From an optimization exercise on the open Yosys and OpenROAD flow, aimed at small area and a short achievable clock period; shortcuts taken in it are not production practice.
RTL that was checked went through simulation tests only; none was proved equivalent to the original.
Only the layout flow was run in run 5; the RTL was not checked for function there.
Power is estimated from default activity; no workload was simulated.

### design/flow/config.mk
export PLATFORM = sky130hd
export DESIGN_NAME = vc_circular_buffer
export DESIGN_NICKNAME = vc_circular_buffer
export VERILOG_FILES = /design/flow/design.v
export SDC_FILE = /design/flow/constraint.sdc
export NUM_CORES = 4
export LEC_CHECK = 0
export ABC_CLOCK_PERIOD_IN_PS = 3000
export CAP_MARGIN = 20
export CORE_MARGIN = 2
export CORE_UTILIZATION = 40
export CTS_CLUSTER_DIAMETER = 100
export CTS_CLUSTER_SIZE = 26
export SETUP_SLACK_MARGIN = 2.5
export SLEW_MARGIN = 20
export SYNTH_HIERARCHICAL = 1
export TNS_END_PERCENT = 5
### design/flow/constraint.sdc
create_clock -name core_clock -period 5.5 [get_ports {clk}]
set_input_delay 1.1000 -clock core_clock [delete_from_list [all_inputs] [get_ports {clk}]]
set_output_delay 1.1000 -clock core_clock [all_outputs]
set_load 0.01 [all_outputs]
### design/flow/design.v
module vc_circular_buffer #(
    parameter int FLIT_W      = 64,
    parameter int NUM_VC      = 4,
    parameter int BUFFER_SIZE = 8,
    parameter int OFF_THR     = BUFFER_SIZE - 2,
    parameter int ON_THR      = 1,
    localparam int VC_W       = (NUM_VC > 1) ? $clog2(NUM_VC) : 1,
    localparam int CNT_W      = $clog2(BUFFER_SIZE + 1)
) (
    input  logic                    clk,
    input  logic                    rst_n,
    input  logic                    write_i,
    input  logic [VC_W-1:0]         write_vc_i,
    input  logic [FLIT_W-1:0]       input_Data,
    input  logic                    read_i,
    input  logic [VC_W-1:0]         read_vc_i,
    output logic [FLIT_W-1:0]       output_Data,
    output logic [NUM_VC-1:0]       buf_empty,
    output logic [NUM_VC-1:0]       buf_full,
    output logic [NUM_VC-1:0]       buf_On_Off,
    output logic [NUM_VC*CNT_W-1:0] occupancy,
    output logic                    overflow_o,
    output logic                    underflow_o
);
    localparam int BODY = BUFFER_SIZE - 1;
    localparam logic [CNT_W-1:0] CNT_FULL = CNT_W'(BUFFER_SIZE);
    localparam logic [CNT_W-1:0] CNT_OFF  = CNT_W'(OFF_THR);
    localparam logic [CNT_W-1:0] CNT_ON   = CNT_W'(ON_THR);
    logic [FLIT_W-1:0] head_q [NUM_VC];
    logic [FLIT_W-1:0] body_q [NUM_VC][BODY];
    logic [BODY-1:0]   bwp_q [NUM_VC];
    logic [BODY-1:0]   brp_q [NUM_VC];
    logic [CNT_W-1:0]  count_q [NUM_VC];
    logic [CNT_W-1:0]  count_d [NUM_VC];
    logic [NUM_VC-1:0] wr_dec;
    logic [NUM_VC-1:0] rd_dec;
    logic [NUM_VC-1:0] wr_sel;
    logic [NUM_VC-1:0] rd_sel;
    logic [NUM_VC-1:0] wr_ok;
    logic [NUM_VC-1:0] rd_ok;
    logic [NUM_VC-1:0] head_from_in;
    logic [NUM_VC-1:0] head_from_body;
    logic [NUM_VC-1:0] head_load;
    logic [NUM_VC-1:0] cnt_inc;
    logic [NUM_VC-1:0] cnt_dec;
    logic [NUM_VC-1:0] off_d;
    logic [NUM_VC-1:0] on_d;
    logic [NUM_VC-1:0] body_wr;
    logic [NUM_VC-1:0] on_off_q;
    logic              ovf_hit;
    logic              unf_hit;
    logic              overflow_q;
    logic              underflow_q;
    always_comb begin
        wr_dec    = NUM_VC'(1) << write_vc_i;
        rd_dec    = NUM_VC'(1) << read_vc_i;
        wr_sel    = write_i ? wr_dec : '0;
        rd_sel    = read_i ? rd_dec : '0;
        wr_ok     = '0;
        rd_ok     = '0;
        ovf_hit   = 1'b0;
        unf_hit   = 1'b0;
        buf_empty = '0;
        buf_full  = '0;
        occupancy = '0;
        for (int v = 0; v < NUM_VC; v++) begin
            rd_ok[v] = rd_sel[v] && (count_q[v] != '0);
            wr_ok[v] = wr_sel[v] && ((count_q[v] != CNT_FULL) || rd_ok[v]);
            count_d[v] = count_q[v] + CNT_W'(wr_ok[v]) - CNT_W'(rd_ok[v]);
            if (wr_sel[v] && !wr_ok[v]) ovf_hit = 1'b1;
            if (rd_sel[v] && !rd_ok[v]) unf_hit = 1'b1;
            buf_empty[v] = (count_q[v] == '0);
            buf_full[v]  = (count_q[v] == CNT_FULL);
            occupancy[v*CNT_W +: CNT_W] = count_q[v];
            head_from_in[v]   = wr_sel[v] && ((count_q[v] == '0) ||
                                              (count_q[v] == CNT_W'(1) && rd_sel[v]));
            head_load[v]      = rd_sel[v] || (wr_sel[v] && (count_q[v] == '0));
            head_from_body[v] = rd_ok[v] && (count_q[v] > CNT_W'(1));
            body_wr[v]        = wr_ok[v] && !head_from_in[v];
            cnt_inc[v]        = wr_ok[v] && !rd_ok[v];
            cnt_dec[v]        = rd_ok[v] && !wr_ok[v];
            off_d[v] = ((count_q[v] >= CNT_OFF) && !(count_q[v] == CNT_OFF && cnt_dec[v])) ||
                       (count_q[v] == CNT_OFF - CNT_W'(1) && cnt_inc[v]);
            on_d[v]  = ((count_q[v] <= CNT_ON) && !(count_q[v] == CNT_ON && cnt_inc[v])) ||
                       (count_q[v] == CNT_ON + CNT_W'(1) && cnt_dec[v]);
        end
    end
    logic [FLIT_W-1:0] head_d [NUM_VC];
    for (genvar v = 0; v < NUM_VC; v++) begin : g_head
        logic [BODY:0]          hsel;
        logic [(BODY+1)*FLIT_W-1:0] hsrc;
        always_comb begin
            hsel = {head_from_in[v], (count_q[v] > CNT_W'(1)) ? brp_q[v] : BODY'(0)};
            hsrc[BODY*FLIT_W +: FLIT_W] = input_Data;
            for (int i = 0; i < BODY; i++) hsrc[i*FLIT_W +: FLIT_W] = body_q[v][i];
        end
        vc_onehot_mux #(.N(BODY + 1), .W(FLIT_W)) u_hmux (
            .sel(hsel), .d(hsrc), .y(head_d[v])
        );
    end
    localparam int OUT_SLICES = 8;
    localparam int SLICE_W    = FLIT_W / OUT_SLICES;
    for (genvar s = 0; s < OUT_SLICES; s++) begin : g_out
        logic [NUM_VC-1:0]         ssel;
        logic [NUM_VC*SLICE_W-1:0] sd;
        always_comb
            for (int v = 0; v < NUM_VC; v++) sd[v*SLICE_W +: SLICE_W] = head_q[v][s*SLICE_W +: SLICE_W];
        vc_decode #(.NUM_VC(NUM_VC), .VC_W(VC_W)) u_odec (
            .vc(read_vc_i), .sel(ssel)
        );
        vc_onehot_mux #(.N(NUM_VC), .W(SLICE_W)) u_omux (
            .sel(ssel), .d(sd), .y(output_Data[s*SLICE_W +: SLICE_W])
        );
    end
    always_ff @(posedge clk or negedge rst_n) begin
        if (!rst_n) begin
            for (int v = 0; v < NUM_VC; v++) begin
                bwp_q[v]    <= BODY'(1);
                brp_q[v]    <= BODY'(1);
                count_q[v]  <= '0;
                on_off_q[v] <= 1'b1;
            end
            overflow_q  <= 1'b0;
            underflow_q <= 1'b0;
        end else begin
            for (int v = 0; v < NUM_VC; v++) begin
                if (body_wr[v])        bwp_q[v] <= {bwp_q[v][BODY-2:0], bwp_q[v][BODY-1]};
                if (head_from_body[v]) brp_q[v] <= {brp_q[v][BODY-2:0], brp_q[v][BODY-1]};
                count_q[v] <= count_d[v];
                if (off_d[v]) begin
                    on_off_q[v] <= 1'b0;
                end else if (on_d[v]) begin
                    on_off_q[v] <= 1'b1;
                end
            end
            overflow_q  <= overflow_q | ovf_hit;
            underflow_q <= underflow_q | unf_hit;
        end
    end
    always_ff @(posedge clk) begin
        for (int v = 0; v < NUM_VC; v++) begin
            if (head_load[v]) head_q[v] <= head_d[v];
            for (int i = 0; i < BODY; i++)
                if (body_wr[v] && bwp_q[v][i]) body_q[v][i] <= input_Data;
        end
    end
    assign buf_On_Off  = on_off_q;
    assign overflow_o  = overflow_q;
    assign underflow_o = underflow_q;
endmodule
module vc_onehot_mux #(
    parameter int N = 2,
    parameter int W = 1
) (
    input  logic [N-1:0]   sel,
    input  logic [N*W-1:0] d,
    output logic [W-1:0]   y
);
    always_comb begin
        y = '0;
        for (int i = 0; i < N; i++) y = y | (d[i*W +: W] & {W{sel[i]}});
    end
endmodule
module vc_decode #(
    parameter int NUM_VC = 4,
    parameter int VC_W   = 2
) (
    input  logic [VC_W-1:0]   vc,
    output logic [NUM_VC-1:0] sel
);
    assign sel = NUM_VC'(1) << vc;
endmodule
### design/flow/flow/run.sh
#!/bin/bash
# The standard layout with two changes: the read_vc_i and output_Data pins
# are placed on one edge (flow/io.tcl, run before pin placement), and the
# resizer may change a cell's footprint when it sizes it.
set -euo pipefail
W=$(pwd)
bash standard.sh PRE_IO_PLACEMENT_TCL="$W/flow/io.tcl" MATCH_CELL_FOOTPRINT=0 finish > "$W/standard_flow.log" 2>&1
### design/flow/flow/io.tcl
# Put the read-VC select in the middle of the data outputs, packed on a short
# stretch of one edge, so the head registers and the output select sit next to
# both and the select nets stay short.
set pins {}
for {set b 0} {$b < 32} {incr b} { lappend pins "output_Data\[$b\]" }
lappend pins {read_vc_i[0]} {read_vc_i[1]}
for {set b 32} {$b < 64} {incr b} { lappend pins "output_Data\[$b\]" }
set_io_pin_constraint -group -order -pin_names $pins -region bottom:190-250
### design/flow/standard.sh
#!/bin/bash
# synth_recipe.tcl (not shown) runs the flow's synth.tcl, then flattens the netlist and writes it again
# the make line also repeats each setting of config.mk as NAME=value (left out here)
make -C /OpenROAD-flow-scripts/flow DESIGN_CONFIG=/design/flow/config.mk WORK_HOME=/design/flow/orfs CLKGATE_MAP_FILE= SYNTH_SCRIPT=/design/flow/synth_recipe.tcl "${@:-finish}"
==> impl_metrics.json, run 1 <==
{
  "seq_area_frac_synth_pct": 79.9,
  "post_synth_inst_count": 4226,
  "synthesis.area_per_instance_um2": 18.8,
  "die_w_um": 450,
  "synthesis.nets": 4334,
  "rows": 163,
  "synth-seq-cells": 2126,
  "synth-warning-count": 22,
  "synth.lib_cells_used.distinct": 60,
  "stop_error": "[ERROR PPL-0111] 1 constraint(s) does not have available slots for the pins.",
  "die_height_um": 450,
  "synth_edf_count": 2048,
  "ys_dominant_reg_cell": "sky130_fd_sc_hd__edfxtp_1",
  "asyncSetResetFlopFracSynth_pct": 3.67,
  "run_status": "aborted with a tool error",
  "synthesized_cell_area_um2": 79400,
  "flow.stopped_at": "I/O pin placement",
  "start_util_pct": 40.2
}
==> cell usage after synthesis (2+ instances only) <==
cell,n,area (µm²)
sky130_fd_sc_hd__inv_1,45,169
sky130_fd_sc_hd__nor3_1,2,10.0
sky130_fd_sc_hd__dfstp_2,12,315
sky130_fd_sc_hd__a21o_1,12,90.1
sky130_fd_sc_hd__and2b_2,8,70.1
sky130_fd_sc_hd__nor2_1,21,78.8
sky130_fd_sc_hd__and3b_2,2,20.0
sky130_fd_sc_hd__o32ai_1,5,43.8
sky130_fd_sc_hd__buf_6,203,2290
sky130_fd_sc_hd__and2_1,56,350
sky130_fd_sc_hd__fa_1,4,80.1
sky130_fd_sc_hd__buf_2,25,125
sky130_fd_sc_hd__dfrtp_1,66,1650
sky130_fd_sc_hd__clkbuf_2,9,45.0
sky130_fd_sc_hd__and3_1,3,18.8
sky130_fd_sc_hd__a2bb2oi_1,2,17.5
sky130_fd_sc_hd__o32a_1,3,30.0
sky130_fd_sc_hd__xor2_1,4,35.0
sky130_fd_sc_hd__ha_1,32,400
sky130_fd_sc_hd__nand2_1,75,282
sky130_fd_sc_hd__xnor2_1,4,35.0
sky130_fd_sc_hd__a22oi_1,1152,8650
sky130_fd_sc_hd__nor2b_1,10,62.6
sky130_fd_sc_hd__a21oi_1,18,90.1
sky130_fd_sc_hd__o21ai_0,9,45.0
sky130_fd_sc_hd__buf_4,27,203
sky130_fd_sc_hd__edfxtp_1,2048,61500
sky130_fd_sc_hd__or3b_1,2,17.5
sky130_fd_sc_hd__a21oi_2,3,26.3
sky130_fd_sc_hd__nand3_1,9,45.0
sky130_fd_sc_hd__mux2_2,47,529
sky130_fd_sc_hd__nand3b_1,4,30.0
sky130_fd_sc_hd__and2_2,13,97.6
sky130_fd_sc_hd__clkbuf_1,2,7.51
sky130_fd_sc_hd__nand4_1,256,1600
sky130_fd_sc_hd__mux2_4,9,135
==> kinds of logic after synthesis <==
| kind of cell | after synthesis | synth area share [%] |
|---|---|---|
| compound gates | 1220 | 11.5 |
| xor+xnor | 8 | 0.0882 |
| fa+ha+maj | 36 | 0.605 |
| buf+inv | 311 | 3.57 |
| flops | 2126 | 79.9 |
| mux | 56 | 0.837 |
| simple gates | 469 | 3.48 |
==> run 2, diff against run 1 <==
--- a/design/flow/flow/io.tcl
+++ b/design/flow/flow/io.tcl
@@ -6,3 +6,3 @@
 lappend pins {read_vc_i[0]} {read_vc_i[1]}
 for {set b 32} {$b < 64} {incr b} { lappend pins "output_Data\[$b\]" }
-set_io_pin_constraint -group -order -pin_names $pins -region bottom:190-250
+set_io_pin_constraint -group -order -pin_names $pins -region bottom:175-265
==> impl_metrics.json, run 2 <==
{
  "cts-root-to-sink-buffers": 3,
  "synth_top_area_share_pct": 77.4,
  "synthesis.area_per_instance_um2": 18.8,
  "synth_edf_count": 2048,
  "synthesis.nets": 4334,
  "synth_top_area_cell": "sky130_fd_sc_hd__edfxtp_1",
  "first_global_vias": 41731,
  "fin_nets": 4612,
  "critPathMostFrequentCell": "sky130_fd_sc_hd__buf_4",
  "grt_first_pass_wirelength_um": 349000,
  "fin_total_pwr_mw": 28.8,
  "start_util_pct": 40.2,
  "critical_path.startpoint_type": "input port",
  "post-route-min-period_ps": 3320,
  "seq_area_frac_synth_pct": 79.9,
  "worst-path-buf-inv": 4,
  "synthesized_cell_area_um2": 79400,
  "max_h_tree_level": 3,
  "tritoncts_clock_tree": "yes",
  "layout_worst_path_cycle_share_pct": 60.3,
  "timing.hold.worst.class": "in -> async",
  "clkSinkCount": 2126,
  "report.final.hold_viol_count": 0,
  "ys_dominant_reg_cell": "sky130_fd_sc_hd__edfxtp_1",
  "final_common_cell": "sky130_fd_sc_hd__edfxtp_1",
  "area_growth_syn_to_layout_pct": 10.7,
  "globalRoute.totalOverflow": 0,
  "power-per-cell-area_nw_per_um2": 328,
  "slew_headroom_pct": 21.9,
  "place_congestion": 0.981,
  "cp_top_family": "buffers and inverters",
  "wl_per_cell_um": 37.0,
  "finalSetupTns_ps": 0,
  "initialDrtViolationCount": 7666,
  "route.detailed.drc": 0,
  "cts.root.buffer_cell": "sky130_fd_sc_hd__clkbuf_16",
  "final_core_utilization_pct": 44.5,
  "largest_net_degree_at_the_start_of_global_routing": 65,
  "run_status": "no timing/DRC/antenna violations",
  "detail_route.vias_per_cell": 6.30,
  "synth-warning-count": 22,
  "setup_violations": 0,
  "critPathKind": "in -> out",
  "cells_along_the_critical_path": "buf_16, buf_4, and2b_2, buf_4, a22oi_2, nand2_2, buf_2",
  "synth-seq-cells": 2126,
  "synth.lib_cells_used.distinct": 60,
  "detailroute.via_count": 45243,
  "critPathCaptureType": "output pin",
  "p_leak_nw": 27.4,
  "max_capacitance_violation_count": 0,
  "die_area_um2": 202000,
  "fillerInstances": 17030,
  "post_synth_inst_count": 4226,
  "worst_setup_hold_path_clk_slew_ps": 100,
  "final.hold.worst_slack_ps": 273,
  "cts_inserted_buffers": 93,
  "place.detailed.hpwl_um": 161000,
  "vdd_ir_drop_max_mv": 0.318,
  "die_height_um": 450,
  "route.final.wire_length_um": 266000,
  "grt_antenna_before_repair": 28,
  "final_layout_size_suffix_gt1_share_pct": 16.4,
  "global_route.usage.total_pct": 24.7,
  "critical-path-max-stage-delay_ps": 280,
  "core_area_um2": 197000,
  "critical_path.slowest_cell": "sky130_fd_sc_hd__and2b_2",
  "die_w_um": 450,
  "worst_ep_required_time_ps": 4400,
  "top_regs": "body_q x1792, head_q x256",
  "antenna_left": 0,
  "regMostFlops": "body_q",
  "slew_viol_final": 0,
  "mostFrequentLayoutCells": "2048 x sky130_fd_sc_hd__edfxtp_1, 1095 x sky130_fd_sc_hd__a22oi_1, 256 x sky130_fd_sc_hd__nand4_1, 184 x sky130_fd_sc_hd__buf_4, 100 x sky130_fd_sc_hd__clkbuf_16",
  "synth.cells.most_frequent": "2048 x sky130_fd_sc_hd__edfxtp_1, 1152 x sky130_fd_sc_hd__a22oi_1, 256 x sky130_fd_sc_hd__nand4_1",
  "post_synth_main_area_contributors": "sky130_fd_sc_hd__edfxtp_1 77%, sky130_fd_sc_hd__a22oi_1 11%, sky130_fd_sc_hd__buf_6 2.9%",
  "ioPinCount": 166,
  "asyncSetResetFlopFracSynth_pct": 3.67,
  "timing.critical_path.arrival_ps": 2220,
  "first_pass_iters": 6,
  "synthMostInstantiatedCell": "sky130_fd_sc_hd__edfxtp_1",
  "rsz_0062_raised_after_global_routing": "yes",
  "clock_latency_ps": 770,
  "post_route_clock_skew_ps": 50.2,
  "largest_reg_flops": 1792,
  "cts_hold_buffers": 0,
  "placement.io_buffers": 165,
  "worst_pin_slew_ps": 1170,
  "rows": 163,
  "max_freq_mhz": 302,
  "cp_max_fanout": 8
}
[run 2: cell counts after synthesis]
Identical to the previous run, type by type.
[run 2: area by class of cell]
cell class	count	area (µm²)	share of cell area, %
sequential	2126	63500	72.2
antenna	4	10.0	0.0114
inverter	45	173	0.196
clock inverter	9	116	0.132
timing repair buffer	424	4250	4.84
tap	2640	3300	3.76
clock buffer	120	2470	2.81
multi-input combinational	1814	14100	16.0
[run 2: final timing paths]
| kind | start | to | slack, ps | cells past startpoint |
|---|---|---|---|---|
| max | read_vc_i[1] | output_Data[27] | 2180 | 7 |
| min | rst_n | bwp_q[0][5] | 270 | 1 |
| max reg2reg | count_q[1][2] | head_q[1][0] | 2320 | 8 |
| min reg2reg | brp_q[0][1] | brp_q[0][2] | 520 | 1 |
| max in group asynchronous | rst_n | count_q[3][1] | 4130 | 2 |
| min in group core_clock | brp_q[0][1] | brp_q[0][2] | 520 | 1 |
[run 2: metal layers]
metal  track usage (%)  vias to the layer above  share of wire [%]
li1                  -                    18182                  -
met1              33.2                    23666                 37
met2              38.0                     2918                 45
met3              4.95                      461                 11
met4              13.0                       16                6.3
met5                 0                        -              0.038
[run 2: what timing repair did]
action | 4_1_cts | 5_1_grt
pin swaps | 100 | 17
buffers inserted | 93 | 3
gates resized for setup | 371 | 15
cloned | 19 | 16
endpoints found under the setup margin | 1659 | 1083
[run 2: kinds of logic (layout without fill, tap and decap cells)]
group,count (synthesis),count (layout),synth area share (%)
XOR/XNOR,8,8,0.0882
AND/OR/NAND/NOR,469,494,3.48
other,0,4,0
multiplexers,56,56,0.837
adder cells (fa/ha/maj),36,36,0.605
buffers and inverters,311,598,3.57
AO/OA/AOI/OAI,1220,1220,11.5
flip-flops,2126,2126,79.9
[run 2: through the flow]
| stage | area [µm²] | std cells | setup WS [ps] |
|---|---|---|---|
| 2_1_floorplan | 79500 | 4226 | 2010 |
| 3_3_place_gp | 83500 | 6918 | 1180 |
| 3_5_place_dp | 83500 | 6918 | 1120 |
| 4_1_cts | 87700 | 7159 | 2130 |
| 5_1_grt | 87900 | 7178 | 2190 |
| 6_report | 87900 | 7182 | 2180 |
[run 2: report_power, final]
group	internal [mW]	switching, mW	total (mW)
clock network	3.21	4.87	8.08
registers	17.9	0.343	18.3
logic	0.958	1.48	2.44
==> run 3, diff against run 2 <==
--- a/design/flow/flow/io.tcl
+++ b/design/flow/flow/io.tcl
@@ -6,3 +6,3 @@
 lappend pins {read_vc_i[0]} {read_vc_i[1]}
 for {set b 32} {$b < 64} {incr b} { lappend pins "output_Data\[$b\]" }
-set_io_pin_constraint -group -order -pin_names $pins -region bottom:175-265
+set_io_pin_constraint -group -order -pin_names $pins -region bottom:140-300
--- a/design/flow/config.mk
+++ b/design/flow/config.mk
@@ -12,5 +12,5 @@
 export CTS_CLUSTER_DIAMETER = 100
 export CTS_CLUSTER_SIZE = 26
-export SETUP_SLACK_MARGIN = 2.5
+export SETUP_SLACK_MARGIN = 3.0
 export SLEW_MARGIN = 20
 export SYNTH_HIERARCHICAL = 1
==> impl_metrics.json, run 3 <==
{
  "start_util_pct": 40.2,
  "critPathCaptureType": "output pin",
  "clock_power_share_pct": 27.3,
  "critPathMostFrequentCell": "sky130_fd_sc_hd__buf_4",
  "critical-path-max-stage-delay_ps": 260,
  "antenna_left": 0,
  "synth.cells.most_frequent": "2048 x sky130_fd_sc_hd__edfxtp_1, 1152 x sky130_fd_sc_hd__a22oi_1, 256 x sky130_fd_sc_hd__nand4_1",
  "critical_path.slowest_cell": "sky130_fd_sc_hd__a22oi_2",
  "ff_latch_area_um2": 63500,
  "ys_dominant_reg_cell": "sky130_fd_sc_hd__edfxtp_1",
  "detailroute.via_count": 47284,
  "max_freq_mhz": 292,
  "route.detailed.drc": 0,
  "synthesis.nets": 4334,
  "global_route.usage.total_pct": 26.7,
  "ioPinCount": 166,
  "setup_violations": 0,
  "top_regs": "body_q x1792, head_q x256",
  "die_area_um2": 202000,
  "post_synth_inst_count": 4226,
  "post-route-min-period_ps": 3430,
  "max_h_tree_level": 3,
  "first_pass_iters": 6,
  "p_leak_nw": 28.2,
  "rsz_0062_raised_after_global_routing": "yes",
  "placement.io_buffers": 165,
  "post_route_clock_skew_ps": 30.8,
  "regMostFlops": "body_q",
  "die_w_um": 450,
  "critPathKind": "in -> out",
  "met1_usage_pct": 36.8,
  "clkSinkCount": 2126,
  "synth.lib_cells_used.distinct": 60,
  "max_capacitance_violation_count": 0,
  "synth-seq-cells": 2126,
  "synth_edf_count": 2048,
  "timing.critical_path.arrival_ps": 2330,
  "critical_path.startpoint_type": "input port",
  "fin_nets": 4751,
  "place.detailed.instances": 6928,
  "internal-power_mw": 22.3,
  "grt_max_usage_layer": "met2",
  "finalSetupTns_ps": 0,
  "seq_area_frac_synth_pct": 79.9,
  "first_global_vias": 42528,
  "detail_route.vias_per_cell": 6.47,
  "global_route.usage.met2_pct": 40.1,
  "fillerInstances": 16817,
  "share_comb_of_total_power_pct": 10.6,
  "power-per-cell-area_nw_per_um2": 326,
  "final_core_utilization_pct": 45.7,
  "die_height_um": 450,
  "layout_worst_path_cycle_share_pct": 62.3,
  "timing.hold.worst.class": "in -> async",
  "grt_antenna_before_repair": 22,
  "cp_max_fanout": 8,
  "place.detailed.hpwl_um": 154000,
  "grtUsageMet3_pct": 6.31,
  "area_growth_syn_to_layout_pct": 13.5,
  "setup_slack_ps": 2070,
  "run_status": "no timing/DRC/antenna violations",
  "tritoncts_clock_tree": "yes",
  "post_synth_main_area_contributors": "sky130_fd_sc_hd__edfxtp_1 77%, sky130_fd_sc_hd__a22oi_1 11%, sky130_fd_sc_hd__buf_6 2.9%",
  "mostFrequentLayoutCells": "2048 x sky130_fd_sc_hd__edfxtp_1, 1036 x sky130_fd_sc_hd__a22oi_1, 256 x sky130_fd_sc_hd__nand4_1, 219 x sky130_fd_sc_hd__buf_4, 116 x sky130_fd_sc_hd__a22oi_2",
  "largest_net_degree_at_the_start_of_global_routing": 79,
  "report.final.hold_viol_count": 0,
  "cts.root.buffer_cell": "sky130_fd_sc_hd__clkbuf_16",
  "netSwitchingPower_mw": 7.09,
  "worst_setup_hold_path_clk_slew_ps": 110,
  "wl_per_cell_um": 38.9,
  "grt_first_pass_wirelength_um": 371000,
  "cells_along_the_critical_path": "buf_16, buf_4, nor2b_4, buf_12, buf_4, a22oi_2, nand2_2, buf_6",
  "clock_latency_ps": 780,
  "pre_cts_slack_ps": 903,
  "vdd_ir_drop_max_mv": 0.365,
  "slew_headroom_pct": 17.5,
  "core_area_um2": 197000,
  "initialDrtViolationCount": 8208,
  "worst_ep_required_time_ps": 4400,
  "synth-warning-count": 22,
  "rows": 163,
  "synthesized_cell_area_um2": 79400,
  "synthesis.area_per_instance_um2": 18.8,
  "asyncSetResetFlopFracSynth_pct": 3.67,
  "route.final.wire_length_um": 285000,
  "largest_reg_flops": 1792,
  "final_layout_size_suffix_gt1_share_pct": 20.5,
  "slew_viol_final": 0,
  "cts_inserted_buffers": 92,
  "final_common_cell": "sky130_fd_sc_hd__edfxtp_1",
  "cts-root-to-sink-buffers": 3,
  "worst_pin_slew_ps": 1230,
  "power_switching_share_pct": 24.1,
  "globalRoute.totalOverflow": 0,
  "share_seq_of_total_power_pct": 62.1,
  "synth_top_area_share_pct": 77.4,
  "synthMostInstantiatedCell": "sky130_fd_sc_hd__edfxtp_1",
  "multi_input_comb_area_um2": 14800,
  "synth_top_area_cell": "sky130_fd_sc_hd__edfxtp_1",
  "stdcell_count": 7312,
  "place_congestion": 0.945
}
-- run 3: changes by cell type in the layout (fill, tap and decap cells not counted), sizes merged --
cell and change:
clkbuf -6, and2 +33, and3 +2, bufbuf -1, inv -2, clkdlybuf4s50 +10, buf +97, diode +3
dlymetal6s2s -11, clkinv +3, o21ai +2
-- run 3: timing repair --
item                                     CTS  global route
resized for setup                        494           118
hold buffers                               0             0
setup buffers                            128            48
endpoints found under the setup margin  2418          2269
pin swaps                                137            76
cloned                                    67            17
-- run 3: routing by layer --
layer | up-vias | part of all wire (%) | wire length [µm]
met5 | - | 0.0091 | 26
met4 | 4 | 5.5 | 15600
met3 | 485 | 13 | 36800
met2 | 3439 | 45 | 127000
met1 | 24867 | 37 | 105000
li1 | 18489 | - | -
-- run 3: critical path, delay by kind of cell --
family	cells	cell delay, ps
AO/OA/AOI/OAI	1	260
buffers and inverters	5	740
AND/OR/NAND/NOR	2	200
-- run 3: worst paths after layout --
kind                              endpoint  slack [ps]          start  cells after the start
setup / recovery           output_Data[38]        2070   read_vc_i[0]                      8
hold / removal               count_q[3][1]         370          rst_n                      1
setup reg to reg             head_q[3][14]        2520  count_q[3][1]                      5
hold reg to reg                bwp_q[3][3]         530    bwp_q[3][2]                      1
max in group asynchronous    count_q[0][3]        4510          rst_n                      1
min in group core_clock        bwp_q[3][3]         530    bwp_q[3][2]                      1
-- run 3: final cells by class --
cell class	count	share of cell area, %
antenna	7	0.0194
clock buffer	106	2.61
clock inverter	10	0.167
inverter	45	0.194
multi-input combinational	1851	16.4
sequential	2126	70.4
tap	2640	3.66
timing repair buffer	527	6.53
-- run 3: power by group through the flow --
| stage | registers (mW) | logic (mW) | clock network (mW) |
|---|---|---|---|
| 5_1_grt | 18.2 | 3.24 | 8.56 |
| 3_5_place_dp | 18.6 | 1.93 | 0 |
| 2_1_floorplan | 18.4 | 0.885 | 0 |
| 6_report | 18.2 | 3.12 | 8.03 |
| 3_3_place_gp | 18.6 | 1.89 | 0 |
| 4_1_cts | 18.2 | 2.83 | 8.02 |
-- run 3: logic make-up (layout without fill, tap and decap cells) --
kind of cell,count (synthesis),after routing,synth area share [%]
AOI/OAI and AO/OA,1220,1222,11.5
xor gates and xnor gates,8,8,0.0882
adders and majority gates,36,36,0.605
buffers and inverters,311,688,3.57
DFF,2126,2126,79.9
muxes,56,56,0.837
other,0,7,0
and+or+nand+nor,469,529,3.48
-- run 3: through the flow --
stage | hold WS [ps] | area, µm² | total power, mW
6_report | 368 | 90200 | 29.4
5_1_grt | 386 | 90200 | 30.0
4_1_cts | 527 | 88900 | 29.1
3_5_place_dp | 488 | 83600 | 20.5
3_3_place_gp | 509 | 83500 | 20.5
2_1_floorplan | 489 | 79500 | 19.3
==> run 4, diff against run 3 <==
--- a/design/flow/config.mk
+++ b/design/flow/config.mk
@@ -12,5 +12,5 @@
 export CTS_CLUSTER_DIAMETER = 100
 export CTS_CLUSTER_SIZE = 26
-export SETUP_SLACK_MARGIN = 3.0
+export SETUP_SLACK_MARGIN = 2.3
 export SLEW_MARGIN = 20
 export SYNTH_HIERARCHICAL = 1
==> impl_metrics.json, run 4 <==
{
  "cp_top_family": "buffers and inverters",
  "grt_first_pass_wirelength_um": 342000,
  "rsz_0062_raised_after_global_routing": "yes",
  "globalRoute.totalOverflow": 0,
  "final_core_utilization_pct": 44.0,
  "cp_max_fanout": 4,
  "worst-path-buf-inv": 2,
  "final_layout_size_suffix_gt1_share_pct": 12.5,
  "p_leak_nw": 27.1,
  "slew_headroom_pct": 26.0,
  "timing.reg2reg.worst_path_depth": 8,
  "cells_along_the_critical_path": "inv_2, ha_1, and2_1, clkdlybuf4s50_1",
  "route.final.wire_length_um": 254000,
  "grt_antenna_before_repair": 16,
  "vdd_ir_drop_max_mv": 0.310,
  "synthMostInstantiatedCell": "sky130_fd_sc_hd__edfxtp_1",
  "critical_path_depth": 4,
  "worst_pin_slew_ps": 1110,
  "ioPinCount": 166,
  "clock_latency_ps": 760,
  "ys_dominant_reg_cell": "sky130_fd_sc_hd__edfxtp_1",
  "critPathKind": "reg -> out",
  "die_height_um": 450,
  "synth_top_area_cell": "sky130_fd_sc_hd__edfxtp_1",
  "post_synth_inst_count": 4226,
  "timing.critical_path.arrival_ps": 2290,
  "largest_reg_flops": 1792,
  "max_h_tree_level": 3,
  "timing.hold.worst.class": "in -> async",
  "asyncSetResetFlopFracSynth_pct": 3.67,
  "regMostFlops": "body_q",
  "finalSetupTns_ps": 0,
  "seq_area_frac_synth_pct": 79.9,
  "setup_violations": 0,
  "core_area_um2": 197000,
  "detail_route.vias_per_cell": 6.18,
  "synth_top_area_share_pct": 77.4,
  "max_capacitance_violation_count": 0,
  "mostFrequentLayoutCells": "2048 x sky130_fd_sc_hd__edfxtp_1, 1128 x sky130_fd_sc_hd__a22oi_1, 256 x sky130_fd_sc_hd__nand4_1, 146 x sky130_fd_sc_hd__buf_4, 97 x sky130_fd_sc_hd__clkbuf_16",
  "clkSinkCount": 2126,
  "synth-warning-count": 22,
  "cts_inserted_buffers": 92,
  "max_freq_mhz": 295,
  "synthesis.nets": 4334,
  "start_util_pct": 40.2,
  "slew_viol_final": 0,
  "worst_ep_required_time_ps": 4400,
  "critical-path-max-stage-delay_ps": 570,
  "fin_nets": 4522,
  "first_pass_iters": 6,
  "post_route_clock_skew_ps": 39.7,
  "place_congestion": 0.947,
  "stdcell_count": 7121,
  "die_w_um": 450,
  "critPathCaptureType": "output pin",
  "route.detailed.drc": 0,
  "tritoncts_clock_tree": "yes",
  "synth.cells.most_frequent": "2048 x sky130_fd_sc_hd__edfxtp_1, 1152 x sky130_fd_sc_hd__a22oi_1, 256 x sky130_fd_sc_hd__nand4_1",
  "place.detailed.hpwl_um": 161000,
  "critical_path.slowest_cell": "sky130_fd_sc_hd__clkdlybuf4s50_1",
  "final.hold.worst_slack_ps": 332,
  "detailroute.via_count": 44041,
  "synth.lib_cells_used.distinct": 60,
  "antenna_left": 0,
  "synthesized_cell_area_um2": 79400,
  "synthesis.area_per_instance_um2": 18.8,
  "power-per-cell-area_nw_per_um2": 328,
  "largest_net_degree_at_the_start_of_global_routing": 65,
  "area_growth_syn_to_layout_pct": 9.41,
  "post_synth_main_area_contributors": "sky130_fd_sc_hd__edfxtp_1 77%, sky130_fd_sc_hd__a22oi_1 11%, sky130_fd_sc_hd__buf_6 2.9%",
  "cts.root.buffer_cell": "sky130_fd_sc_hd__clkbuf_16",
  "top_regs": "body_q x1792, head_q x256",
  "synth-seq-cells": 2126,
  "place.detailed.instances": 6912,
  "rows": 163,
  "run_status": "no timing/DRC/antenna violations",
  "global_route.usage.total_pct": 24.2,
  "cts_hold_buffers": 0,
  "worst_setup_hold_path_clk_slew_ps": 100,
  "cts-root-to-sink-buffers": 3,
  "layout_worst_path_cycle_share_pct": 61.7,
  "wl_per_cell_um": 35.7,
  "critical_path.startpoint_type": "register",
  "report.final.hold_viol_count": 0,
  "die_area_um2": 202000,
  "first_global_vias": 40720,
  "post-route-min-period_ps": 3390,
  "initialDrtViolationCount": 6410,
  "synth_edf_count": 2048,
  "placement.io_buffers": 165,
  "final_common_cell": "sky130_fd_sc_hd__edfxtp_1"
}
==> run 4: changes by cell type in the layout (fill, tap and decap cells not counted), sizes merged, moves of 3 or more <==
cell | before | now
buf | 404 | 216
clkdlybuf4s50 | 85 | 75
and3 | 7 | 4
and2 | 126 | 79
clkbuf | 134 | 154
dlymetal6s2s | 10 | 50
==> run 4: final cells by class <==
class	count	area, µm²
repair buffers	350	3570
fillers	17155	111000
inverters	45	171
clock buffers	145	2520
diodes	9	22.5
flip-flops and latches	2126	63500
multi-input cells	1799	13700
well taps	2640	3300
clock inverters	7	103
==> run 4: stage by stage <==
| stage | area (µm²) | setup slack (ps) | total power, mW |
|---|---|---|---|
| after CTS | 86700 | 1960 | 28.5 |
| after detailed placement | 83300 | 947 | 20.5 |
| after global routing | 86900 | 2000 | 29.2 |
| after floorplan | 79500 | 2010 | 19.3 |
| final | 86900 | 2110 | 28.5 |
| after global placement | 83300 | 1030 | 20.5 |
==> run 4: cells by family (layout without fill, tap and decap cells) <==
logic type	Yosys count	in the layout	synth area share, %
xor gates and xnor gates	8	8	0.0882
DFF	2126	2126	79.9
and+or+nand+nor	469	479	3.48
buffers and inverters	311	547	3.57
adders and majority gates	36	36	0.605
other	0	9	0
AOI/OAI and AO/OA	1220	1220	11.5
muxes	56	56	0.837
==> run 4: worst paths after layout <==
kind | from | to | slack (ps)
setup / recovery | count_q[0][2] | buf_full[0] | 2110
hold / removal | rst_n | count_q[2][2] | 330
setup reg to reg | count_q[0][3] | head_q[0][54] | 2150
hold reg to reg | overflow_q | overflow_q | 500
max in group asynchronous | rst_n | bwp_q[1][2] | 4110
min in group core_clock | overflow_q | overflow_q | 500
==> run 4: power by group <==
part	switching (mW)	internal (mW)	leakage (nW)
combinational	1.35	0.815	6.43
sequential	0.314	17.9	19.5
clock	4.87	3.22	1.25
==> run 4: what timing repair did <==
item / in CTS / in global routing
gates cloned: 8 / 6
endpoints found under the setup margin: 1510 / 1290
pin swaps: 29 / 8
setup buffers: 29 / 4
gates resized for setup: 209 / 9
==> run 4: layer usage <==
layer,share of wire [%],wire length (µm),track usage (%),up-vias
met4,6.4,16400,13.0,10
li1,-,-,-,17993
met3,8.2,20900,3.53,382
met1,39,98400,32.5,23268
met5,0.025,63,0,-
met2,47,119000,38.2,2388
==> run 5, diff against run 4 <==
--- a/design/flow/design.v
+++ b/design/flow/design.v
@@ -99,5 +99,5 @@
         );
     end
-    localparam int OUT_SLICES = 8;
+    localparam int OUT_SLICES = 16;
     localparam int SLICE_W    = FLIT_W / OUT_SLICES;
     for (genvar s = 0; s < OUT_SLICES; s++) begin : g_out
--- a/design/flow/config.mk
+++ b/design/flow/config.mk
@@ -12,5 +12,5 @@
 export CTS_CLUSTER_DIAMETER = 100
 export CTS_CLUSTER_SIZE = 26
-export SETUP_SLACK_MARGIN = 2.3
+export SETUP_SLACK_MARGIN = 2.5
 export SLEW_MARGIN = 20
 export SYNTH_HIERARCHICAL = 1
==> impl_metrics.json, run 5 <==
{
  "grt_first_pass_wirelength_um": 349000,
  "detail_route.vias_per_cell": 6.23,
  "initialDrtViolationCount": 6944,
  "met1_length_um": 97400,
  "mostFrequentLayoutCells": "2048 x sky130_fd_sc_hd__edfxtp_1, 1070 x sky130_fd_sc_hd__a22oi_1, 256 x sky130_fd_sc_hd__nand4_1, 181 x sky130_fd_sc_hd__buf_4, 107 x sky130_fd_sc_hd__clkbuf_16",
  "synth_top_area_cell": "sky130_fd_sc_hd__edfxtp_1",
  "cp_max_fanout": 5,
  "global_route.usage.total_pct": 24.6,
  "die_height_um": 449,
  "synthesis.nets": 4334,
  "max_capacitance_violation_count": 0,
  "die_area_um2": 202000,
  "first_pass_iters": 6,
  "top_regs": "body_q x1792, head_q x256",
  "start_util_pct": 40.2,
  "critPathKind": "in -> out",
  "synth_top_area_share_pct": 77.5,
  "synthesis.area_per_instance_um2": 18.8,
  "netSwitchingPower_mw": 6.61,
  "share_comb_of_total_power_pct": 8.3,
  "place.detailed.hpwl_um": 153000,
  "critPathCaptureType": "output pin",
  "timing.hold.worst.class": "in -> async",
  "synth.lib_cells_used.distinct": 52,
  "detailroute.via_count": 45054,
  "route.top_layer_used": "met5",
  "cts_inserted_buffers": 92,
  "rows": 163,
  "clkSinkCount": 2126,
  "slew_viol_final": 0,
  "post_synth_inst_count": 4226,
  "post_synth_main_area_contributors": "sky130_fd_sc_hd__edfxtp_1 77%, sky130_fd_sc_hd__a22oi_1 11%, sky130_fd_sc_hd__buf_6 2.8%",
  "core_area_um2": 197000,
  "synthesized_cell_area_um2": 79400,
  "route.final.wire_length_um": 258000,
  "synth-seq-cells": 2126,
  "worst_setup_hold_path_clk_slew_ps": 100,
  "finalSetupTns_ps": 0,
  "share_seq_of_total_power_pct": 63.1,
  "route.detailed.drc": 0,
  "power-per-cell-area_nw_per_um2": 326,
  "antenna_left": 0,
  "vdd_ir_drop_max_mv": 0.264,
  "worst_pin_slew_ps": 1200,
  "synth_edf_count": 2048,
  "synthMostInstantiatedCell": "sky130_fd_sc_hd__edfxtp_1",
  "final_layout_size_suffix_gt1_share_pct": 17.0,
  "asyncSetResetFlopFracSynth_pct": 3.67,
  "post_route_clock_skew_ps": 37.4,
  "power_switching_share_pct": 23.0,
  "p_leak_nw": 27.5,
  "synth.cells.most_frequent": "2048 x sky130_fd_sc_hd__edfxtp_1, 1152 x sky130_fd_sc_hd__a22oi_1, 256 x sky130_fd_sc_hd__nand4_1",
  "max_freq_mhz": 303,
  "report.final.hold_viol_count": 0,
  "clock_power_share_pct": 28.5,
  "wl_per_cell_um": 35.7,
  "grt_antenna_before_repair": 23,
  "first_global_vias": 42058,
  "final_common_cell": "sky130_fd_sc_hd__edfxtp_1",
  "ioPinCount": 166,
  "dpl_cell_area_um2": 83900,
  "cts.root.buffer_cell": "sky130_fd_sc_hd__clkbuf_16",
  "layout_worst_path_cycle_share_pct": 60.1,
  "met3RoutedLength_um": 24100,
  "met2RoutedLength_um": 119000,
  "rsz_0062_raised_after_global_routing": "yes",
  "fin_total_pwr_mw": 28.8,
  "regMostFlops": "body_q",
  "die_w_um": 449,
  "cts-root-to-sink-buffers": 3,
  "globalRoute.totalOverflow": 0,
  "timing.critical_path.arrival_ps": 2200,
  "stdcell_area_um2": 88300,
  "worst_ep_required_time_ps": 4400,
  "critical_path.startpoint_type": "input port",
  "tritoncts_clock_tree": "yes",
  "run_status": "no timing/DRC/antenna violations",
  "clock_latency_ps": 790,
  "largest_reg_flops": 1792,
  "seq_area_frac_synth_pct": 80.0,
  "fin_nets": 4628,
  "max_h_tree_level": 3,
  "area_growth_syn_to_layout_pct": 11.2,
  "place_congestion": 0.904,
  "largest_net_degree_at_the_start_of_global_routing": 65,
  "post-route-min-period_ps": 3300,
  "placement.io_buffers": 165,
  "ys_dominant_reg_cell": "sky130_fd_sc_hd__edfxtp_1",
  "cts_hold_buffers": 0,
  "internal-power_mw": 22.1,
  "slew_headroom_pct": 19.7,
  "setup_violations": 0,
  "synth-warning-count": 22
}
==> run 5: changes by cell type after synthesis, sizes merged, moves of 5 or more <==
cell	change
and2b	+8
nor2b	+8
clkbuf	-5
and2	+7
buf	-24
nor2	+8
==> run 5: final timing paths <==
check | from | to | slack, ps | depth (start not counted)
worst max-delay path | read_vc_i[1] | output_Data[12] | 2200 | 7
worst max register to register | count_q[1][2] | head_q[1][37] | 2290 | 9
worst min-delay path | rst_n | count_q[2][3] | 230 | 1
min in group core_clock | overflow_q | overflow_q | 530 | 1
worst min register to register | overflow_q | overflow_q | 530 | 1
max in group asynchronous | rst_n | count_q[3][1] | 4090 | 2
==> run 5: layer usage <==
layer / up-vias / track usage [%]
met1: 23746 / 32.7
met2: 2580 / 38.5
met3: 432 / 4.43
li1: 18290 / -
met5: - / 0
met4: 6 / 13.1
==> run 5: layout make-up <==
cell class / count / area, µm²
fillers: 16882 / 109000
flip-flops and latches: 2126 / 63500
multi-input cells: 1847 / 14400
repair buffers: 411 / 4240
well taps: 2640 / 3300
clock buffers: 151 / 2610
inverters: 42 / 161
clock inverters: 6 / 78.8
diodes: 9 / 22.5
==> run 5: worst max-delay path, stage by stage <==
cell                      delay (ps)
sky130_fd_sc_hd__buf_16          120
sky130_fd_sc_hd__buf_12          110
sky130_fd_sc_hd__and2b_2         250
sky130_fd_sc_hd__buf_4           140
sky130_fd_sc_hd__a22oi_2         130
sky130_fd_sc_hd__nand2_2         180
sky130_fd_sc_hd__buf_6           170
==> run 5: power groups by stage <==
stage	clock network [mW]	logic, mW	registers (mW)
floorplan	0	0.850	18.4
global placement	0	1.85	18.5
detailed placement	0	1.88	18.5
CTS	8.27	2.30	18.1
global route	8.78	2.57	18.2
finish	8.21	2.40	18.1
==> run 5: kinds of logic after synthesis <==
kind of cell / synth area share (%)
multiplexers: 0.794
buffers and inverters: 3.35
AO/OA/AOI/OAI: 11.5
XOR/XNOR: 0.0883
flip-flops: 80.0
adder cells (fa/ha/maj): 0.605
AND/OR/NAND/NOR: 3.69
==> run 5: per-stage QoR <==
stage	hold slack [ps]	util, %	setup slack, ps	cells
6_report	227	44.8	2200	7232
5_1_grt	219	44.8	2180	7224
4_1_cts	214	44.6	2190	7195
3_5_place_dp	497	42.5	912	6975
3_3_place_gp	505	42.5	956	6975
2_1_floorplan	488	-	2080	4226
==> run 5: repair_timing <==
item | in CTS | in global routing
hold endpoints to repair | 0 | 0
pin swaps | 94 | 14
endpoints found under the setup margin | 1982 | 1727
gates cloned | 30 | 8
resized for setup | 402 | 31
buffers inserted | 33 | 20
==> run 6, diff against run 5 <==
--- a/design/flow/design.v
+++ b/design/flow/design.v
@@ -99,5 +99,5 @@
         );
     end
-    localparam int OUT_SLICES = 16;
+    localparam int OUT_SLICES = 8;
     localparam int SLICE_W    = FLIT_W / OUT_SLICES;
     for (genvar s = 0; s < OUT_SLICES; s++) begin : g_out
--- a/design/flow/config.mk
+++ b/design/flow/config.mk
@@ -12,4 +12,5 @@
 export CTS_CLUSTER_DIAMETER = 100
 export CTS_CLUSTER_SIZE = 26
+export PLACE_DENSITY = 0.75
 export SETUP_SLACK_MARGIN = 2.5
 export SLEW_MARGIN = 20
==> impl_metrics.json, run 6 <==
{
  "run_status": "no timing/DRC/antenna violations",
  "synth-seq-cells": 2126,
  "globalRoute.totalOverflow": 0,
  "synthesized_cell_area_um2": 79400,
  "synthesis.nets": 4334,
  "seq_area_frac_synth_pct": 79.9,
  "internal-power_mw": 22.2,
  "report.final.hold_viol_count": 0,
  "top_regs": "body_q x1792, head_q x256",
  "max_freq_mhz": 297,
  "p_leak_nw": 27.4,
  "grt_antenna_before_repair": 32,
  "antenna_left": 0,
  "mostFrequentLayoutCells": "2048 x sky130_fd_sc_hd__edfxtp_1, 1063 x sky130_fd_sc_hd__a22oi_1, 256 x sky130_fd_sc_hd__nand4_1, 182 x sky130_fd_sc_hd__buf_4, 100 x sky130_fd_sc_hd__clkbuf_16",
  "timing.critical_path.arrival_ps": 3810,
  "die_height_um": 450,
  "synth-warning-count": 22,
  "tritoncts_clock_tree": "yes",
  "synth_edf_count": 2048,
  "critical_path.startpoint_type": "input port",
  "max_capacitance_violation_count": 0,
  "cp_max_fanout": 37,
  "final_layout_size_suffix_gt1_share_pct": 17.7,
  "synth_top_area_share_pct": 77.4,
  "slew_headroom_pct": 22.2,
  "power_switching_share_pct": 22.9,
  "wl_per_cell_um": 34.5,
  "route.detailed.drc": 0,
  "cts-root-to-sink-buffers": 3,
  "first_pass_iters": 6,
  "worst_ep_required_time_ps": 5950,
  "clock_latency_ps": 780,
  "worst_setup_hold_path_clk_slew_ps": 110,
  "max_h_tree_level": 3,
  "power-per-cell-area_nw_per_um2": 326,
  "grt_first_pass_wirelength_um": 329000,
  "synth.lib_cells_used.distinct": 60,
  "route.final.wire_length_um": 249000,
  "cts_inserted_buffers": 93,
  "area_growth_syn_to_layout_pct": 11.2,
  "vdd_ir_drop_max_mv": 0.345,
  "core_area_um2": 197000,
  "synth.cells.most_frequent": "2048 x sky130_fd_sc_hd__edfxtp_1, 1152 x sky130_fd_sc_hd__a22oi_1, 256 x sky130_fd_sc_hd__nand4_1",
  "share_seq_of_total_power_pct": 63.3,
  "critPathCaptureType": "register",
  "ioPinCount": 166,
  "final_common_cell": "sky130_fd_sc_hd__edfxtp_1",
  "global_route.usage.total_pct": 22.9,
  "setup_violations": 0,
  "post_route_clock_skew_ps": 53.7,
  "synthesis.area_per_instance_um2": 18.8,
  "detailroute.via_count": 45839,
  "largest_net_degree_at_the_start_of_global_routing": 79,
  "worst_pin_slew_ps": 1170,
  "netSwitchingPower_mw": 6.60,
  "clock_power_share_pct": 27.9,
  "detail_route.vias_per_cell": 6.36,
  "first_global_vias": 42025,
  "rsz_0062_raised_after_global_routing": "yes",
  "rows": 163,
  "timing.hold.worst.class": "in -> async",
  "start_util_pct": 40.2,
  "synth_top_area_cell": "sky130_fd_sc_hd__edfxtp_1",
  "largest_reg_flops": 1792,
  "die_area_um2": 202000,
  "finalSetupTns_ps": 0,
  "final_core_utilization_pct": 44.7,
  "clkSinkCount": 2126,
  "regMostFlops": "body_q",
  "slew_viol_final": 0,
  "post-route-min-period_ps": 3370,
  "place.detailed.hpwl_um": 144000,
  "placement.io_buffers": 165,
  "die_w_um": 450,
  "asyncSetResetFlopFracSynth_pct": 3.67,
  "fin_nets": 4626,
  "cts.root.buffer_cell": "sky130_fd_sc_hd__clkbuf_16",
  "synthMostInstantiatedCell": "sky130_fd_sc_hd__edfxtp_1",
  "initialDrtViolationCount": 8286,
  "layout_worst_path_cycle_share_pct": 61.2,
  "critPathKind": "in -> reg",
  "place_congestion": 0.939,
  "ys_dominant_reg_cell": "sky130_fd_sc_hd__edfxtp_1",
  "share_comb_of_total_power_pct": 8.8,
  "post_synth_main_area_contributors": "sky130_fd_sc_hd__edfxtp_1 77%, sky130_fd_sc_hd__a22oi_1 11%, sky130_fd_sc_hd__buf_6 2.9%",
  "post_synth_inst_count": 4226
}
-- run 6: cells by family after synthesis --
| logic type | Yosys count | synth area share [%] |
|---|---|---|
| flip-flops | 2126 | 79.9 |
| buffers and inverters | 311 | 3.57 |
| adder cells (fa/ha/maj) | 36 | 0.605 |
| XOR/XNOR | 8 | 0.0882 |
| AND/OR/NAND/NOR | 469 | 3.48 |
| multiplexers | 56 | 0.837 |
| AO/OA/AOI/OAI | 1220 | 11.5 |
-- run 6: worst max-delay path, cell delays in order --
cell and delay (ps):
sky130_fd_sc_hd__clkdlybuf4s50_1 650, sky130_fd_sc_hd__or3b_4 470, sky130_fd_sc_hd__a21oi_4 190, sky130_fd_sc_hd__o21a_2 240, sky130_fd_sc_hd__and2_4 760, sky130_fd_sc_hd__buf_4 330
-- run 6: cell type report --
| class | count | area [µm²] |
|---|---|---|
| fill | 16554 | 109000 |
| sequential | 2126 | 63500 |
| clock buffer | 124 | 2490 |
| timing repair buffer | 430 | 4310 |
| antenna | 10 | 25.0 |
| inverter | 45 | 173 |
| tap | 2640 | 3300 |
| multi-input combinational | 1822 | 14300 |
| clock inverter | 10 | 179 |
-- run 6: timing repair --
| item | in CTS | in global routing |
|---|---|---|
| hold buffers | 0 | 0 |
| gates cloned | 23 | 19 |
| endpoints found under the setup margin | 1897 | 1293 |
| pin swaps | 122 | 23 |
| resized for setup | 488 | 16 |
| setup buffers | 85 | 43 |
-- run 6: metal layers --
| layer | GRT usage, % | share of wire (%) | vias up |
|---|---|---|---|
| li1 | - | - | 18210 |
| met1 | 29.7 | 33 | 23185 |
| met2 | 35.2 | 45 | 3849 |
| met3 | 6.08 | 15 | 575 |
| met4 | 12.5 | 7.1 | 20 |
| met5 | 0 | 0.059 | - |
-- run 6: power groups by stage --
stage / clock (mW) / sequential, mW / combinational [mW]
floorplan: 0 / 18.4 / 0.874
global placement: 0 / 18.6 / 1.85
detailed placement: 0 / 18.6 / 1.88
CTS: 8.01 / 18.2 / 2.28
global route: 8.55 / 18.2 / 2.69
finish: 8.05 / 18.2 / 2.53
-- run 6: final timing paths --
kind	start	slack [ps]	depth (start not counted)	end
setup / recovery	read_i	2130	6	body_q[6][30]
hold / removal	rst_n	340	1	count_q[2][2]
setup reg to reg	count_q[3][3]	2360	7	head_q[3][9]
hold reg to reg	overflow_q	520	1	overflow_q
max in group asynchronous	rst_n	4590	1	count_q[0][0]
min in group core_clock	overflow_q	520	1	overflow_q
-- run 6: through the flow --
step                setup slack [ps]  instance area (µm²)  hold WS, ps  cells  power (mW)
floorplan                       2010                79500          489   4226        19.3
global placement                 975                83200          486   6893        20.4
detailed placement               907                83200          480   6893        20.4
CTS                             2180                87600          497   7135        28.5
global route                    2150                88300          384   7197        29.5
finish                          2130                88300          344   7207        28.8
==> run 7, diff against run 6 <==
--- a/design/flow/config.mk
+++ b/design/flow/config.mk
@@ -12,5 +12,4 @@
 export CTS_CLUSTER_DIAMETER = 100
 export CTS_CLUSTER_SIZE = 26
-export PLACE_DENSITY = 0.75
 export SETUP_SLACK_MARGIN = 2.5
 export SLEW_MARGIN = 20
==> impl_metrics.json, run 7 <==
{
  "run_status": "no timing/DRC/antenna violations",
  "synth-seq-cells": 2126,
  "stdcell_count": 7199,
  "synth_top_area_share_pct": 77.4,
  "mostFrequentLayoutCells": "2048 x sky130_fd_sc_hd__edfxtp_1, 1061 x sky130_fd_sc_hd__a22oi_1, 256 x sky130_fd_sc_hd__nand4_1, 192 x sky130_fd_sc_hd__buf_4, 99 x sky130_fd_sc_hd__clkbuf_16",
  "report.final.hold_viol_count": 0,
  "antenna_left": 0,
  "cells_along_the_critical_path": "clkdlybuf4s50_1, nand3_1, a2111oi_2, buf_12, a22oi_1, nand4_1",
  "synth_simple_gate_area_share_pct": 3.48,
  "cts-root-to-sink-buffers": 3,
  "fin_nets": 4610,
  "synthAdderAreaFrac_pct": 0.605,
  "largest_net_degree_at_the_start_of_global_routing": 65,
  "share_seq_of_total_power_pct": 63.4,
  "internal-power_mw": 22.1,
  "timing.hold.worst.class": "in -> async",
  "placement.io_buffers": 165,
  "critPathKind": "in -> reg",
  "global_route.usage.total_pct": 25.0,
  "worst-path-buf-inv": 2,
  "wl_per_cell_um": 36.6,
  "clock_power_share_pct": 28.3,
  "area_fraction_in_compound_gates_after_synthesis_pct": 11.5,
  "synthesized_cell_area_um2": 79400,
  "top_regs": "body_q x1792, head_q x256",
  "final_layout_size_suffix_gt1_share_pct": 17.3,
  "cts.root.buffer_cell": "sky130_fd_sc_hd__clkbuf_16",
  "synthMostInstantiatedCell": "sky130_fd_sc_hd__edfxtp_1",
  "reg2reg_setup_slack_ps": 2360,
  "first_pass_iters": 6,
  "worst_pin_slew_ps": 1180,
  "power_switching_share_pct": 23.3,
  "share_comb_of_total_power_pct": 8.3,
  "cts_inserted_buffers": 93,
  "slew_headroom_pct": 21.0,
  "layout_worst_path_cycle_share_pct": 59.5,
  "post-route-min-period_ps": 3270,
  "largest_reg_flops": 1792,
  "slew_viol_final": 0,
  "max_capacitance_violation_count": 0,
  "synth_top_area_cell": "sky130_fd_sc_hd__edfxtp_1",
  "place.detailed.hpwl_um": 163000,
  "cp_top_family": "buffers and inverters",
  "tritoncts_clock_tree": "yes",
  "synthMuxAreaShare_pct": 0.837,
  "vdd_ir_drop_max_mv": 0.294,
  "die_height_um": 450,
  "rsz_0062_raised_after_global_routing": "yes",
  "fin_total_pwr_mw": 28.8,
  "place_congestion": 0.975,
  "place.detailed.instances": 6920,
  "synth.lib_cells_used.distinct": 60,
  "setup_violations": 0,
  "rows": 163,
  "ioPinCount": 166,
  "asyncSetResetFlopFracSynth_pct": 3.67,
  "fillerInstances": 17047,
  "synth_top_family_by_area": "compound AO/OA/AOI/OAI gates",
  "synth_xor_area_share_pct": 0.0882,
  "route.final.wire_length_um": 264000,
  "route.detailed.drc": 0,
  "p_leak_nw": 27.3,
  "synth-warning-count": 22,
  "start_util_pct": 40.2,
  "grt_antenna_before_repair": 24,
  "initialDrtViolationCount": 7436,
  "post_synth_inst_count": 4226,
  "synth_edf_count": 2048,
  "timing.reg2reg.worst_path_depth": 9,
  "post_synth_main_area_contributors": "sky130_fd_sc_hd__edfxtp_1 77%, sky130_fd_sc_hd__a22oi_1 11%, sky130_fd_sc_hd__buf_6 2.9%",
  "worst_setup_hold_path_clk_slew_ps": 100,
  "critical_path.startpoint_type": "input port",
  "die_area_um2": 202000,
  "worstReg2RegStart": "count_q[0][2]",
  "cp_max_fanout": 64,
  "detail_route.vias_per_cell": 6.23,
  "regMostFlops": "body_q",
  "clock_latency_ps": 790,
  "critPathCaptureType": "register",
  "max_h_tree_level": 3,
  "seq_area_frac_synth_pct": 79.9,
  "clkSinkCount": 2126,
  "critical_path.slowest_cell": "sky130_fd_sc_hd__clkdlybuf4s50_1",
  "core_area_um2": 197000,
  "worst_ep_required_time_ps": 6000,
  "final_common_cell": "sky130_fd_sc_hd__edfxtp_1",
  "synthesis.nets": 4334,
  "synthesis.area_per_instance_um2": 18.8,
  "max_freq_mhz": 305,
  "critical-path-max-stage-delay_ps": 600,
  "netSwitchingPower_mw": 6.72,
  "post_route_clock_skew_ps": 55.2,
  "timing.critical_path.arrival_ps": 3780,
  "first_global_vias": 41524,
  "power-per-cell-area_nw_per_um2": 327,
  "grt_first_pass_wirelength_um": 351000,
  "endpoint_of_the_worst_slack_reg_to_reg_timing_path": "head_q[0][32]",
  "synth.cells.most_frequent": "2048 x sky130_fd_sc_hd__edfxtp_1, 1152 x sky130_fd_sc_hd__a22oi_1, 256 x sky130_fd_sc_hd__nand4_1",
  "finalSetupTns_ps": 0,
  "area_growth_syn_to_layout_pct": 10.7,
  "die_w_um": 450,
  "globalRoute.totalOverflow": 0,
  "ys_dominant_reg_cell": "sky130_fd_sc_hd__edfxtp_1",
  "detailroute.via_count": 44817
}
## run 7: cell counts after synthesis
Identical to the previous run, type by type.
## run 7: final cells by class
class	instances	area [µm²]	share of cell area, %
Sequential cell	2126	63500	72.2
Multi-Input combinational cell	1807	14200	16.1
Timing Repair Buffer	429	4120	4.68
Tap cell	2640	3300	3.76
Clock buffer	137	2490	2.83
Clock inverter	11	179	0.203
Inverter	45	173	0.196
Antenna cell	4	10.0	0.0114
## run 7: power by group through the flow
stage	registers (mW)	logic, mW	clock network (mW)
finish	18.2	2.39	8.16
floorplan	18.4	0.874	0
CTS	18.2	2.30	8.21
global route	18.2	2.54	8.69
global placement	18.6	1.92	0
detailed placement	18.6	1.95	0
## run 7: worst max-delay path by stage
stage             startpoint              end  slack [ps]  cells after the start
6_report       write_vc_i[1]    head_q[3][56]        2230                      6
5_1_grt        write_vc_i[1]    head_q[3][56]        2270                      6
2_1_floorplan  write_vc_i[0]     head_q[2][0]        2010                      2
4_1_cts         read_vc_i[1]  output_Data[16]        2240                      7
3_3_place_gp    read_vc_i[1]  output_Data[20]        1030                      5
3_5_place_dp    read_vc_i[1]   body_q[15][33]         990                      6
## run 7: kinds of logic (layout without fill, tap and decap cells)
family          after synthesis  in the layout
mux                          56             56
fa+ha+maj                    36             36
other cells                   0              4
compound gates             1220           1221
xor+xnor                      8              8
flops                      2126           2126
simple gates                469            486
buf+inv                     311            622
## run 7: repair_timing
item / 4_1_cts / 5_1_grt
cloned: 18 / 10
hold buffers: 0 / 0
pin swaps: 99 / 19
setup endpoints to repair: 1755 / 1357
setup buffers: 82 / 17
gates resized for setup: 430 / 12
## run 7: metrics by stage
| stage | worst slack (ps) | utilization (%) | cell area (µm²) | hold WS (ps) |
|---|---|---|---|---|
| global route | 2270 | 44.5 | 87900 | 361 |
| finish | 2230 | 44.5 | 87900 | 340 |
| floorplan | 2010 | - | 79500 | 489 |
| detailed placement | 994 | 42.3 | 83400 | 470 |
| CTS | 2240 | 44.4 | 87700 | 317 |
| global placement | 1030 | 42.3 | 83400 | 480 |
## run 7: metal layers
layer | track usage (%) | share of wire (%) | up-vias
met4 | 10.9 | 5.1 | 0
met3 | 5.39 | 11 | 346
met2 | 38.8 | 46 | 2659
met1 | 34.1 | 38 | 23629
li1 | - | - | 18183
met5 | 0 | 0 | -
==> run 8, diff against run 7 <==
--- a/design/flow/config.mk
+++ b/design/flow/config.mk
@@ -12,4 +12,5 @@
 export CTS_CLUSTER_DIAMETER = 100
 export CTS_CLUSTER_SIZE = 26
+export GPL_ROUTABILITY_DRIVEN = 0
 export SETUP_SLACK_MARGIN = 2.5
 export SLEW_MARGIN = 20
==> impl_metrics.json, run 8 <==
{
  "run_status": "no timing/DRC/antenna violations",
  "max_h_tree_level": 3,
  "seq_area_frac_synth_pct": 79.9,
  "placement.io_buffers": 165,
  "p_leak_nw": 27.2,
  "initialDrtViolationCount": 8039,
  "worst_ep_required_time_ps": 4400,
  "power-per-cell-area_nw_per_um2": 328,
  "final.hold.worst_slack_ps": 387,
  "place.detailed.hpwl_um": 159000,
  "grt_first_pass_wirelength_um": 351000,
  "synth_edf_count": 2048,
  "regMostFlops": "body_q",
  "post_synth_main_area_contributors": "sky130_fd_sc_hd__edfxtp_1 77%, sky130_fd_sc_hd__a22oi_1 11%, sky130_fd_sc_hd__buf_6 2.9%",
  "cts_inserted_buffers": 91,
  "route.final.wire_length_um": 263000,
  "ioPinCount": 166,
  "tritoncts_clock_tree": "yes",
  "first_pass_iters": 6,
  "cts-root-to-sink-buffers": 3,
  "crit_path_start": "read_vc_i[1]",
  "largest_reg_flops": 1792,
  "die_area_um2": 202000,
  "netSwitchingPower_mw": 6.69,
  "cts.root.buffer_cell": "sky130_fd_sc_hd__clkbuf_16",
  "synth.lib_cells_used.distinct": 60,
  "cp_max_fanout": 6,
  "share_seq_of_total_power_pct": 63.2,
  "start_util_pct": 40.2,
  "dpl_cell_area_um2": 83400,
  "top_regs": "body_q x1792, head_q x256",
  "vdd_ir_drop_max_mv": 0.307,
  "synth_top_area_cell": "sky130_fd_sc_hd__edfxtp_1",
  "post_route_clock_skew_ps": 49.6,
  "internal-power_mw": 22.2,
  "timing.hold.worst.class": "in -> async",
  "worstReg2RegStart": "count_q[1][3]",
  "rows": 163,
  "power_switching_share_pct": 23.2,
  "area_growth_syn_to_layout_pct": 10.8,
  "final_common_cell": "sky130_fd_sc_hd__edfxtp_1",
  "die_height_um": 450,
  "critPathKind": "in -> out",
  "synthesis.nets": 4334,
  "critical_path.startpoint_type": "input port",
  "synth_top_area_share_pct": 77.4,
  "place.detailed.instances": 6903,
  "core_area_um2": 197000,
  "setup_violations": 0,
  "stdcell_area_um2": 88000,
  "max_freq_mhz": 295,
  "clock_power_share_pct": 28.0,
  "die_w_um": 450,
  "grt_antenna_before_repair": 29,
  "global_route.usage.total_pct": 25.0,
  "share_comb_of_total_power_pct": 8.8,
  "synth-seq-cells": 2126,
  "antenna_left": 0,
  "final_layout_size_suffix_gt1_share_pct": 17.0,
  "finalSetupTns_ps": 0,
  "first_global_vias": 41550,
  "synthMostInstantiatedCell": "sky130_fd_sc_hd__edfxtp_1",
  "worst_setup_hold_path_clk_slew_ps": 110,
  "synth.cells.most_frequent": "2048 x sky130_fd_sc_hd__edfxtp_1, 1152 x sky130_fd_sc_hd__a22oi_1, 256 x sky130_fd_sc_hd__nand4_1",
  "critPathMostFrequentCell": "sky130_fd_sc_hd__buf_6",
  "timing.critical_path.arrival_ps": 2290,
  "worst_pin_slew_ps": 1250,
  "critPathCaptureType": "output pin",
  "stdcell_count": 7190,
  "layout_worst_path_cycle_share_pct": 61.6,
  "synthesized_cell_area_um2": 79400,
  "post-route-min-period_ps": 3390,
  "detailroute.via_count": 45469,
  "clkSinkCount": 2126,
  "fin_nets": 4591,
  "largest_net_degree_at_the_start_of_global_routing": 65,
  "post_synth_inst_count": 4226,
  "clock_latency_ps": 770,
  "detail_route.vias_per_cell": 6.32,
  "max_capacitance_violation_count": 0,
  "synth-warning-count": 22,
  "route.detailed.drc": 0,
  "critical-path-max-stage-delay_ps": 350,
  "ys_dominant_reg_cell": "sky130_fd_sc_hd__edfxtp_1",
  "globalRoute.totalOverflow": 0,
  "slew_headroom_pct": 16.2,
  "wl_per_cell_um": 36.6,
  "synthesis.area_per_instance_um2": 18.8,
  "slew_viol_final": 0,
  "asyncSetResetFlopFracSynth_pct": 3.67,
  "critical_path.slowest_cell": "sky130_fd_sc_hd__a22oi_2",
  "rsz_0062_raised_after_global_routing": "yes",
  "mostFrequentLayoutCells": "2048 x sky130_fd_sc_hd__edfxtp_1, 1063 x sky130_fd_sc_hd__a22oi_1, 256 x sky130_fd_sc_hd__nand4_1, 154 x sky130_fd_sc_hd__buf_4, 99 x sky130_fd_sc_hd__clkbuf_16",
  "cells_along_the_critical_path": "buf_16, nor2b_4, buf_6, buf_6, a22oi_2, nand2_1, buf_2",
  "report.final.hold_viol_count": 0
}
-- run 8: changes by cell type in the layout (fill, tap and decap cells not counted), sizes merged --
cell and change:
diode +5, clkbuf +1, buf -17, inv -5
and2 +8, clkdlybuf4s50 +2, clkinv -1, dlymetal6s2s -2
-- run 8: final timing paths --
check                                   to  slack [ps]  depth (start not counted)
hold / removal                 brp_q[0][1]         390                          1
min in group core_clock        bwp_q[1][4]         530                          1
max in group asynchronous      brp_q[2][0]        4070                          2
hold reg to reg                bwp_q[1][4]         530                          1
setup / recovery           output_Data[20]        2110                          7
setup reg to reg             head_q[1][54]        2260                         11
-- run 8: stage by stage --
stage               utilization [%]  setup slack, ps  total power [mW]
floorplan                         -             2010              19.3
global placement               42.2              974              20.5
detailed placement             42.2              972              20.5
CTS                            44.4             2170              28.8
global route                   44.6             2170              29.6
finish                         44.6             2110              28.8
-- run 8: cell families after synthesis --
family,count (synthesis),share of synthesized area [%]
compound gates,1220,11.5
xor+xnor,8,0.0882
fa+ha+maj,36,0.605
buf+inv,311,3.57
flops,2126,79.9
mux,56,0.837
simple gates,469,3.48
-- run 8: final cells by class --
class / instances / area (µm²)
Clock buffer: 146 / 2540
Multi-Input combinational cell: 1815 / 14300
Antenna cell: 9 / 22.5
Timing Repair Buffer: 404 / 4140
Sequential cell: 2126 / 63500
Fill cell: 16936 / 109000
Tap cell: 2640 / 3300
Inverter: 45 / 173
Clock inverter: 5 / 66.3
-- run 8: repair_timing --
item | in CTS | in global routing
gates resized for setup | 438 | 11
hold buffers | 0 | 0
endpoints found under the setup margin | 1854 | 1365
cloned | 26 | 7
buffers inserted | 73 | 21
pin swaps | 125 | 10
-- run 8: critical path: cells and delay by family --
kind                   cells  cell delay (ps)
buffers and inverters      4              520
AOI/OAI and AO/OA          1              350
and+or+nand+nor            2              300
-- run 8: routing by layer --
layer	wire length, µm	up-vias	global-route usage [%]
met5	81	-	0
met4	15100	12	12.2
met3	34800	454	6.70
met2	118000	3221	37.7
met1	95600	23628	33.6
li1	-	18154	-
-- run 8: power groups by stage --
stage / sequential [mW] / clock [mW] / combinational (mW)
after floorplan: 18.4 / 0 / 0.874
after global placement: 18.6 / 0 / 1.93
after detailed placement: 18.6 / 0 / 1.95
after CTS: 18.2 / 8.11 / 2.42
after global routing: 18.2 / 8.62 / 2.70
final: 18.2 / 8.06 / 2.55

-- what the ideal ports hide --
How much do the figures lean on ideal ports? The routed layouts below were timed once more, with nothing changed but the port constraints.
Step 1: set_driving_cell puts a clkbuf_16 on clk and a buf_2 on each other input, an assumption about the parent block.
Step 2 times the ports against the registers' clock, not the clock port: input delays grow and output delays shrink by t, the midpoint of the rising clock arrivals with the driver on.
Slacks: no drivers / after step 1 / after step 2; pairs: no drivers / after step 1.
| run | t (ns) | setup WS [ns] |
|---|---|---|
| run 2 | 0.832 | 2.184 / 1.687 / 1.503 |
| run 3 | 0.857 | 2.074 / 1.915 / 1.393 |
| run 4 | 0.829 | 2.108 / 1.956 / 1.386 |
| run 5 | 0.845 | 2.196 / 1.854 / 1.503 |
| run 6 | 0.843 | 2.133 / 1.726 / 1.346 |
| run 7 | 0.843 | 2.225 / 1.762 / 1.435 |
| run 8 | 0.836 | 2.112 / 1.829 / 1.409 |
After both steps setup and hold are still met in every run listed.
